This is an optimization exercise on Yosys and OpenROAD, whose aim is a short achievable clock period and few clock cycles per item, not a production implementation. In this exercise RTL edits were held to simulation tests only and were not proved equivalent to the original. No activity file was given, so power comes from the tool's default toggle rates.

==> flow/design.v <==
package exe_pkg;
        localparam int XLEN       = 32;
        localparam int REG_ADDR_W = 5;
        localparam logic [6:0] OPC_OP     = 7'b0110011;
        localparam logic [6:0] OPC_OP_IMM = 7'b0010011;
        localparam logic [6:0] OPC_BRANCH = 7'b1100011;
        localparam logic [6:0] OPC_LUI    = 7'b0110111;
        localparam logic [6:0] OPC_AUIPC  = 7'b0010111;
        typedef enum logic [2:0] {
                ALU_ADD_SUB = 3'b000,
                ALU_SLL     = 3'b001,
                ALU_SLT     = 3'b010,
                ALU_SLTU    = 3'b011,
                ALU_XOR     = 3'b100,
                ALU_SRL_SRA = 3'b101,
                ALU_OR      = 3'b110,
                ALU_AND     = 3'b111
        } alu_f3_t;
        typedef enum logic [2:0] {
                BR_BEQ  = 3'b000,
                BR_BNE  = 3'b001,
                BR_BLT  = 3'b100,
                BR_BGE  = 3'b101,
                BR_BLTU = 3'b110,
                BR_BGEU = 3'b111
        } br_f3_t;
        typedef enum logic [1:0] {
                KIND_ALU    = 2'd0,
                KIND_BRANCH = 2'd1,
                KIND_UPPER  = 2'd2,
                KIND_NONE   = 2'd3
        } op_kind_t;
        typedef struct packed {
                op_kind_t                kind;
                logic [2:0]              funct3;
                logic                    alt;      
                logic [XLEN-1:0]         x;        
                logic [XLEN-1:0]         y;        
                logic [XLEN-1:0]         upper;    
                logic [XLEN-1:0]         target;   
                logic [REG_ADDR_W-1:0]   rd;
        } op_rec_t;
endpackage
`timescale 1ns/100ps
module operand_decode (
        input  logic                        clk,
        input  logic                        reset_n,
        input  logic                        in_req_i,
        input  logic [31:0]                 instr_i,
        input  logic [exe_pkg::XLEN-1:0]    pc_i,
        input  logic [exe_pkg::XLEN-1:0]    rs1_i,
        input  logic [exe_pkg::XLEN-1:0]    rs2_i,
        output logic                        in_ack_o,
        input  logic                        fifo_full_i,
        output logic                        push_o,
        output exe_pkg::op_rec_t            rec_o
);
        logic [6:0]                 opcode;
        logic [2:0]                 funct3;
        logic [exe_pkg::XLEN-1:0]   imm_i;
        logic [exe_pkg::XLEN-1:0]   imm_b;
        logic [exe_pkg::XLEN-1:0]   imm_u;
        logic                       is_op;
        logic                       is_op_imm;
        assign push_o = in_req_i & ~in_ack_o & ~fifo_full_i;
        always_ff @(posedge clk or negedge reset_n) begin
                if (!reset_n) begin
                        in_ack_o <= 1'b0;
                end else if (push_o) begin
                        in_ack_o <= 1'b1;
                end else if (!in_req_i) begin
                        in_ack_o <= 1'b0;
                end
        end
        assign opcode = instr_i[6:0];
        assign funct3 = instr_i[14:12];
        assign imm_i = {{20{instr_i[31]}}, instr_i[31:20]};
        assign imm_b = {{20{instr_i[31]}}, instr_i[7], instr_i[30:25], instr_i[11:8], 1'b0};
        assign imm_u = {instr_i[31:12], 12'd0};
        assign is_op     = (opcode == exe_pkg::OPC_OP);
        assign is_op_imm = (opcode == exe_pkg::OPC_OP_IMM);
        always_comb begin
                if (is_op || is_op_imm) begin
                        rec_o.kind = exe_pkg::KIND_ALU;
                end else if (opcode == exe_pkg::OPC_BRANCH) begin
                        rec_o.kind = exe_pkg::KIND_BRANCH;
                end else if (opcode == exe_pkg::OPC_LUI || opcode == exe_pkg::OPC_AUIPC) begin
                        rec_o.kind = exe_pkg::KIND_UPPER;
                end else begin
                        rec_o.kind = exe_pkg::KIND_NONE;
                end
                rec_o.funct3 = funct3;
                rec_o.alt    = instr_i[30] & (is_op |
                               (is_op_imm & (funct3 == exe_pkg::ALU_SRL_SRA)));
                rec_o.x      = rs1_i;
                rec_o.y      = is_op_imm ? imm_i : rs2_i;
                rec_o.upper  = (opcode == exe_pkg::OPC_AUIPC) ? pc_i + imm_u : imm_u;
                rec_o.target = pc_i + imm_b;
                rec_o.rd     = instr_i[11:7];
        end
endmodule
`timescale 1ns/100ps
module op_fifo #(
        parameter int DEPTH = 4
) (
        input  logic                clk,
        input  logic                reset_n,
        input  logic                push_i,
        input  exe_pkg::op_rec_t    wdata_i,
        input  logic                pop_i,
        output exe_pkg::op_rec_t    rdata_o,
        output logic                full_o,
        output logic                empty_o
);
        localparam int AW = $clog2(DEPTH);
        localparam int W  = $bits(wdata_i);
        logic [W-1:0]       mem [DEPTH];
        logic [AW-1:0]      wr_ptr;
        logic [AW-1:0]      rd_ptr;
        logic [AW:0]        count;
        assign full_o  = (count == (AW+1)'(DEPTH));
        assign empty_o = (count == '0);
        assign rdata_o = mem[rd_ptr];
        always_ff @(posedge clk) begin
                if (push_i) begin
                        mem[wr_ptr] <= wdata_i;
                end
        end
        always_ff @(posedge clk or negedge reset_n) begin
                if (!reset_n) begin
                        wr_ptr <= '0;
                        rd_ptr <= '0;
                        count  <= '0;
                end else begin
                        if (push_i) begin
                                wr_ptr <= wr_ptr + 1'b1;
                        end
                        if (pop_i) begin
                                rd_ptr <= rd_ptr + 1'b1;
                        end
                        if (push_i && !pop_i) begin
                                count <= count + 1'b1;
                        end else if (pop_i && !push_i) begin
                                count <= count - 1'b1;
                        end
                end
        end
endmodule
`timescale 1ns/100ps
module alu_branch_exec (
        input  logic                                clk,
        input  logic                                reset_n,
        input  logic                                empty_i,
        input  exe_pkg::op_rec_t                    rec_i,
        output logic                                pop_o,
        output logic                                res_req_o,
        input  logic                                res_ack_i,
        output logic [exe_pkg::REG_ADDR_W-1:0]      rd_addr_o,
        output logic                                write_rd_o,
        output logic [exe_pkg::XLEN-1:0]            result_o,
        output logic                                branch_taken_o,
        output logic [exe_pkg::XLEN-1:0]            branch_target_o
);
        typedef enum logic [1:0] {
                OUT_IDLE,
                OUT_REQ,
                OUT_RELEASE
        } out_state_t;
        out_state_t                 state;
        logic [4:0]                 shamt;
        logic                       eq;
        logic                       lt;
        logic                       ltu;
        logic [exe_pkg::XLEN-1:0]   sra_out;
        logic [exe_pkg::XLEN-1:0]   alu_out;
        logic                       br_taken;
        logic [exe_pkg::XLEN-1:0]   res_d;
        logic                       wr_d;
        assign shamt = rec_i.y[4:0];
        assign eq    = (rec_i.x == rec_i.y);
        assign lt    = ($signed(rec_i.x) < $signed(rec_i.y));
        assign ltu   = (rec_i.x < rec_i.y);
        assign sra_out = $signed(rec_i.x) >>> shamt;
        always_comb begin
                case (rec_i.funct3)
                        exe_pkg::ALU_ADD_SUB: alu_out = rec_i.alt ? rec_i.x - rec_i.y
                                                                  : rec_i.x + rec_i.y;
                        exe_pkg::ALU_SLL:     alu_out = rec_i.x << shamt;
                        exe_pkg::ALU_SLT:     alu_out = {31'd0, lt};
                        exe_pkg::ALU_SLTU:    alu_out = {31'd0, ltu};
                        exe_pkg::ALU_XOR:     alu_out = rec_i.x ^ rec_i.y;
                        exe_pkg::ALU_SRL_SRA: alu_out = rec_i.alt ? sra_out
                                                                  : rec_i.x >> shamt;
                        exe_pkg::ALU_OR:      alu_out = rec_i.x | rec_i.y;
                        default:              alu_out = rec_i.x & rec_i.y;
                endcase
        end
        always_comb begin
                case (rec_i.funct3)
                        exe_pkg::BR_BEQ:  br_taken = eq;
                        exe_pkg::BR_BNE:  br_taken = ~eq;
                        exe_pkg::BR_BLT:  br_taken = lt;
                        exe_pkg::BR_BGE:  br_taken = ~lt;
                        exe_pkg::BR_BLTU: br_taken = ltu;
                        exe_pkg::BR_BGEU: br_taken = ~ltu;
                        default:          br_taken = 1'b0;
                endcase
        end
        always_comb begin
                case (rec_i.kind)
                        exe_pkg::KIND_ALU:   res_d = alu_out;
                        exe_pkg::KIND_UPPER: res_d = rec_i.upper;
                        default:             res_d = '0;
                endcase
                wr_d = (rec_i.kind == exe_pkg::KIND_ALU) || (rec_i.kind == exe_pkg::KIND_UPPER);
        end
        assign pop_o = (state == OUT_IDLE) & ~empty_i;
        always_ff @(posedge clk or negedge reset_n) begin
                if (!reset_n) begin
                        state           <= OUT_IDLE;
                        res_req_o       <= 1'b0;
                        rd_addr_o       <= '0;
                        write_rd_o      <= 1'b0;
                        result_o        <= '0;
                        branch_taken_o  <= 1'b0;
                        branch_target_o <= '0;
                end else begin
                        case (state)
                                OUT_IDLE: begin
                                        if (pop_o) begin
                                                state           <= OUT_REQ;
                                                res_req_o       <= 1'b1;
                                                rd_addr_o       <= wr_d ? rec_i.rd : '0;
                                                write_rd_o      <= wr_d;
                                                result_o        <= res_d;
                                                branch_taken_o  <= (rec_i.kind == exe_pkg::KIND_BRANCH)
                                                                   & br_taken;
                                                branch_target_o <= (rec_i.kind == exe_pkg::KIND_BRANCH)
                                                                   ? rec_i.target : '0;
                                        end
                                end
                                OUT_REQ: begin
                                        if (res_ack_i) begin
                                                state     <= OUT_RELEASE;
                                                res_req_o <= 1'b0;
                                        end
                                end
                                default: begin
                                        if (!res_ack_i) begin
                                                state <= OUT_IDLE;
                                        end
                                end
                        endcase
                end
        end
endmodule
`timescale 1ns/100ps
module exe_top #(
        parameter int DEPTH = 4
) (
        input  logic                                clk,
        input  logic                                reset_n,
        input  logic                                in_req_i,
        output logic                                in_ack_o,
        input  logic [31:0]                         instr_i,
        input  logic [exe_pkg::XLEN-1:0]            pc_i,
        input  logic [exe_pkg::XLEN-1:0]            rs1_i,
        input  logic [exe_pkg::XLEN-1:0]            rs2_i,
        output logic                                res_req_o,
        input  logic                                res_ack_i,
        output logic [exe_pkg::REG_ADDR_W-1:0]      rd_addr_o,
        output logic                                write_rd_o,
        output logic [exe_pkg::XLEN-1:0]            result_o,
        output logic                                branch_taken_o,
        output logic [exe_pkg::XLEN-1:0]            branch_target_o
);
        logic               push;
        logic               pop;
        logic               fifo_full;
        logic               fifo_empty;
        exe_pkg::op_rec_t   push_rec;
        exe_pkg::op_rec_t   head_rec;
        operand_decode u_decode (
                .clk         (clk),
                .reset_n     (reset_n),
                .in_req_i    (in_req_i),
                .instr_i     (instr_i),
                .pc_i        (pc_i),
                .rs1_i       (rs1_i),
                .rs2_i       (rs2_i),
                .in_ack_o    (in_ack_o),
                .fifo_full_i (fifo_full),
                .push_o      (push),
                .rec_o       (push_rec)
        );
        op_fifo #(
                .DEPTH (DEPTH)
        ) u_fifo (
                .clk     (clk),
                .reset_n (reset_n),
                .push_i  (push),
                .wdata_i (push_rec),
                .pop_i   (pop),
                .rdata_o (head_rec),
                .full_o  (fifo_full),
                .empty_o (fifo_empty)
        );
        alu_branch_exec u_exec (
                .clk             (clk),
                .reset_n         (reset_n),
                .empty_i         (fifo_empty),
                .rec_i           (head_rec),
                .pop_o           (pop),
                .res_req_o       (res_req_o),
                .res_ack_i       (res_ack_i),
                .rd_addr_o       (rd_addr_o),
                .write_rd_o      (write_rd_o),
                .result_o        (result_o),
                .branch_taken_o  (branch_taken_o),
                .branch_target_o (branch_target_o)
        );
endmodule
==> flow/run.sh <==
#!/bin/bash
# synth_recipe.tcl (not shown) runs the flow's synth.tcl, then flattens the netlist and writes it again
# the make line also repeats each setting of config.mk as NAME=value (left out here)
make -C /OpenROAD-flow-scripts/flow DESIGN_CONFIG=/design/flow/config.mk WORK_HOME=/design/flow/orfs CLKGATE_MAP_FILE= SYNTH_SCRIPT=/design/flow/synth_recipe.tcl finish
==> flow/config.mk <==
export PLATFORM = sky130hd
export DESIGN_NAME = exe_top
export DESIGN_NICKNAME = exe_top
export VERILOG_FILES = /design/flow/design.v
export SDC_FILE = /design/flow/constraint.sdc
export NUM_CORES = 4
export LEC_CHECK = 0
export CAP_MARGIN = 20
export CORE_MARGIN = 2
export CORE_UTILIZATION = 40
export SLEW_MARGIN = 20
==> flow/constraint.sdc <==
create_clock -name core_clock -period 7.0 [get_ports {clk}]
set_input_delay 1.4000 -clock core_clock [delete_from_list [all_inputs] [get_ports {clk}]]
set_output_delay 1.4000 -clock core_clock [all_outputs]
set_load 0.01 [all_outputs]
==> results.py <==
metrics = {
    "status": {
        "status": "timing/DRC/antenna clean",
    },
    "setup_path": {
        "crit_path_end_kind": "flop",
        "arrival_ns": 5.91,
        "crit_type": "flop to flop",
        "r2r_setup_slack_ns": 1.56,
        "r2r_cells": 14,
        "path_max_fanout": 38,
        "cp-start-kind": "flop",
        "required_ns": 7.47,
    },
    "timing": {
        "period_share": 0.778,
        "worst_pin_slew_ns": 1.06,
        "setup_viol": 0,
        "fmax_mhz": 184,
        "layout_min_cycle_time_ns": 5.44,
        "rsz0062_at_grt": "false",
        "skew_ns": 0.0315,
        "fin_setup_tns_ns": 0,
        "hold_ws_ns": 0.477,
        "maxSlewHeadroom": 0.275,
        "maxSlewViolCount": 0,
        "hold_violations": 0,
    },
    "global_route": {
        "grt_remaining_overflow": 0,
        "first_global_vias": 25997,
        "antenna_found_initial": 2,
        "grt_pass1_wl_mm": 177,
        "grt_max_degree": 109,
        "track_usage": 0.268,
    },
    "routing": {
        "drt_pre_antenna_iters": 8,
        "viasPerCell": 6.14,
        "drc": 0,
        "postRouteWirelength_mm": 122,
        "antenna_left": 0,
        "via_count": 25900,
        "wl_per_cell_um": 28.9,
        "drtIter0Drc": 3205,
    },
    "clock_network": {
        "cts_tree": "done",
        "path_clk_slew_ns": 0.06,
        "cts.path.max_buffers": 3,
        "clock_sinks": 638,
        "htree_levels": 3,
        "cts-root-buf": "clkbuf_16",
        "insertion_delay_ns": 0.64,
        "post_cts_buffers": 0,
        "numCtsBuffers": 72,
        "ctsHoldBuffers": 0,
        "ctsResizeCount": 0,
    },
    "yosys": {
        "yosys.area.top_type": "edfxtp_1",
        "yosys_warnings": 3,
        "ys_seq_area_frac": 0.537,
        "synth-seq-cells": 638,
        "synth_cell_types": 88,
        "synth_edf_count": 556,
        "synthArstFlopShare": 0.129,
        "avgSynthCellArea_um2": 12.3,
        "synth.area.top_cells": "edfxtp_1 (48%), mux4_2 (8.5%), dfrtp_1 (5.9%), ha_1 (5.4%), a21oi_1 (3.0%)",
        "syn_inst": 2837,
        "synth_most_common_cell": "edfxtp_1",
        "synth_common_cells": "edfxtp_1 (556), nand2_1 (232), a21oi_1 (210)",
        "syn_area_mm2": 0.0349,
        "yosys_most_used_dff": "edfxtp_1",
        "synthesis.nets": 3125,
        "synth.top_cell.area_share": 0.478,
    },
    "floorplanning": {
        "start_util": 0.403,
        "core_mm2": 0.0866,
        "num_rows": 108,
        "die_w_um": 300,
        "io-pin-count": 205,
        "die_area_mm2": 0.0897,
        "die_h_um": 300,
    },
    "placed_design": {
        "gp_congestion": 1.02,
        "placement.io_buffers": 204,
        "hpwlAfterDp_mm": 87.3,
    },
    "layout": {
        "final_nets": 3294,
        "n_antenna_cell": 0,
        "nFillCells": 7749,
        "multiInputGateArea_mm2": 0.0150,
        "areaGrowthSynthToFinish_pct": 16.2,
        "layout-drive-gt1-share": 0.124,
        "regArea_mm2": 0.0188,
    },
    "power": {
        "p_leak_nw": 14.8,
        "max-vdd-ir-drop_v": 0.000256,
        "cellPowerDensity_mw_per_mm2": 530,
    },
    "min_path": {
        "hold_path.class": "flop to flop",
        "hold_depth": 2,
    },
    "flow_run": {
        "cap_violations": 0,
    },
}
-- sequential cells by signal, indices dropped and copies added, names as in the netlist, 2 cells and up --
name and count:
u_fifo.count 3, u_exec.branch_target_o 32, u_exec.state 2, u_fifo.wr_ptr 2, u_fifo.rd_ptr 2, u_exec.result_o 32, u_exec.rd_addr_o 5, u_fifo.mem 556
-- layout make-up --
type / instances / area share
sequential: 638 / 0.462
multi-input combinational: 1915 / 0.371
timing repair buffer: 261 / 0.0626
clock buffer: 91 / 0.0479
tap: 1155 / 0.0356
inverter: 118 / 0.0109
clock inverter: 42 / 0.0102
-- where the power goes --
| group | total [mW] | internal [mW] | switching [mW] |
|---|---|---|---|
| logic | 12.8 | 4.23 | 8.57 |
| clock network | 3.75 | 2.14 | 1.60 |
| registers | 4.96 | 4.75 | 0.217 |
-- kinds of logic (layout without fill, tap and decap cells) --
logic type | after synthesis | count (layout) | share of synthesized area
AO/OA/AOI/OAI | 803 | 803 | 0.151
XOR/XNOR | 74 | 74 | 0.0186
adder cells (fa/ha/maj) | 156 | 156 | 0.0569
buffers and inverters | 284 | 512 | 0.0343
flip-flops | 638 | 638 | 0.537
multiplexers | 241 | 241 | 0.119
AND/OR/NAND/NOR | 641 | 641 | 0.0831
-- placed cells by master (no fill, tap or decap), types with 46 or more instances in the layout --
cell and instances:
nor2_1 183, mux4_2 131, clkbuf_16 73, clkdlybuf4s50_1 203, o211ai_1 46, dfrtp_1 80
a21o_1 52, o21ai_0 164, buf_4 52, edfxtp_1 556, ha_1 151, a21oi_1 210
mux2i_1 68, nand2_1 232, inv_1 114
-- stage by stage --
| stage | cells | utilization | total power [mW] | setup WS, ns | cell area [um2] |
|---|---|---|---|---|---|
| final | 4220 | 0.469 | 21.5 | 1.56 | 40600 |
| after floorplan | 2837 | - | 13.0 | 1.30 | 34900 |
| after CTS | 4220 | 0.469 | 21.2 | 1.48 | 40600 |
| after global placement | 4087 | 0.441 | 17.4 | 1.55 | 38200 |
| after global routing | 4220 | 0.469 | 22.4 | 1.30 | 40600 |
| after detailed placement | 4087 | 0.441 | 17.4 | 1.54 | 38200 |
-- worst max-delay path, stage by stage (launching register included) --
cell and delay, ns:
dfrtp_4 0.60, buf_12 0.29, mux4_2 0.71, inv_1 0.16
ha_1 0.36, or2_2 0.38, nor4_1 0.60, a21boi_0 0.24
o21ba_2 0.24, and2_1 0.18, o211ai_1 0.21, o221a_2 0.33
a221oi_2 0.11, xnor2_1 0.54, o211ai_1 0.16
-- per-layer routing --
layer  up-vias  part of all wire  track usage
li1      11259                 -            -
met1     13076              0.42        0.365
met3       263             0.082       0.0481
met4         4             0.040        0.103
met2      1298              0.46        0.428
met5         -           0.00018            0
-- path summary, 6_finish.rpt --
kind	startpoint	end
min reg2reg	u_exec.rd_addr_o[3]	u_exec.rd_addr_o[3]
max	u_fifo.rd_ptr[0]	u_exec.result_o[0]
max in group asynchronous	reset_n	u_fifo.rd_ptr[0]
max reg2reg	u_fifo.rd_ptr[0]	u_exec.result_o[0]
min	u_exec.rd_addr_o[3]	u_exec.rd_addr_o[3]
min in group asynchronous	reset_n	u_exec.branch_target_o[6]
Testbench counts, summed over its fixed seeds: cycles 54,000, items 18,000.

==> re-timing with driven ports <==
The results above use ideal ports. As a check the final layout listed here was re-extracted and re-timed, cells and wires unchanged.
Step 1, drivers: a clkbuf_16 drives clk and a buf_2 each remaining input, both assumed.
Step 2, shift: input delay + t, output delay - t, t = (earliest + latest rising clock arrival at the registers) / 2. This alone moves slack from input paths to output paths.
a / b / c = ideal / step 1 / step 2; a / b = the first two.
shift t [ns]: 0.695
slack for setup (ns): 1.556 / 1.556 / 1.556
clock arrival spread, ns: 0.031 / 0.031
slew at the worst register clock pin (ns): 0.07 / 0.07
pins driven straight from the clock port: 1
After both steps this run still meets setup and hold. For this run, drivers alone change the setup slack by 0.000 ns; drivers and shift together by 0.000 ns.
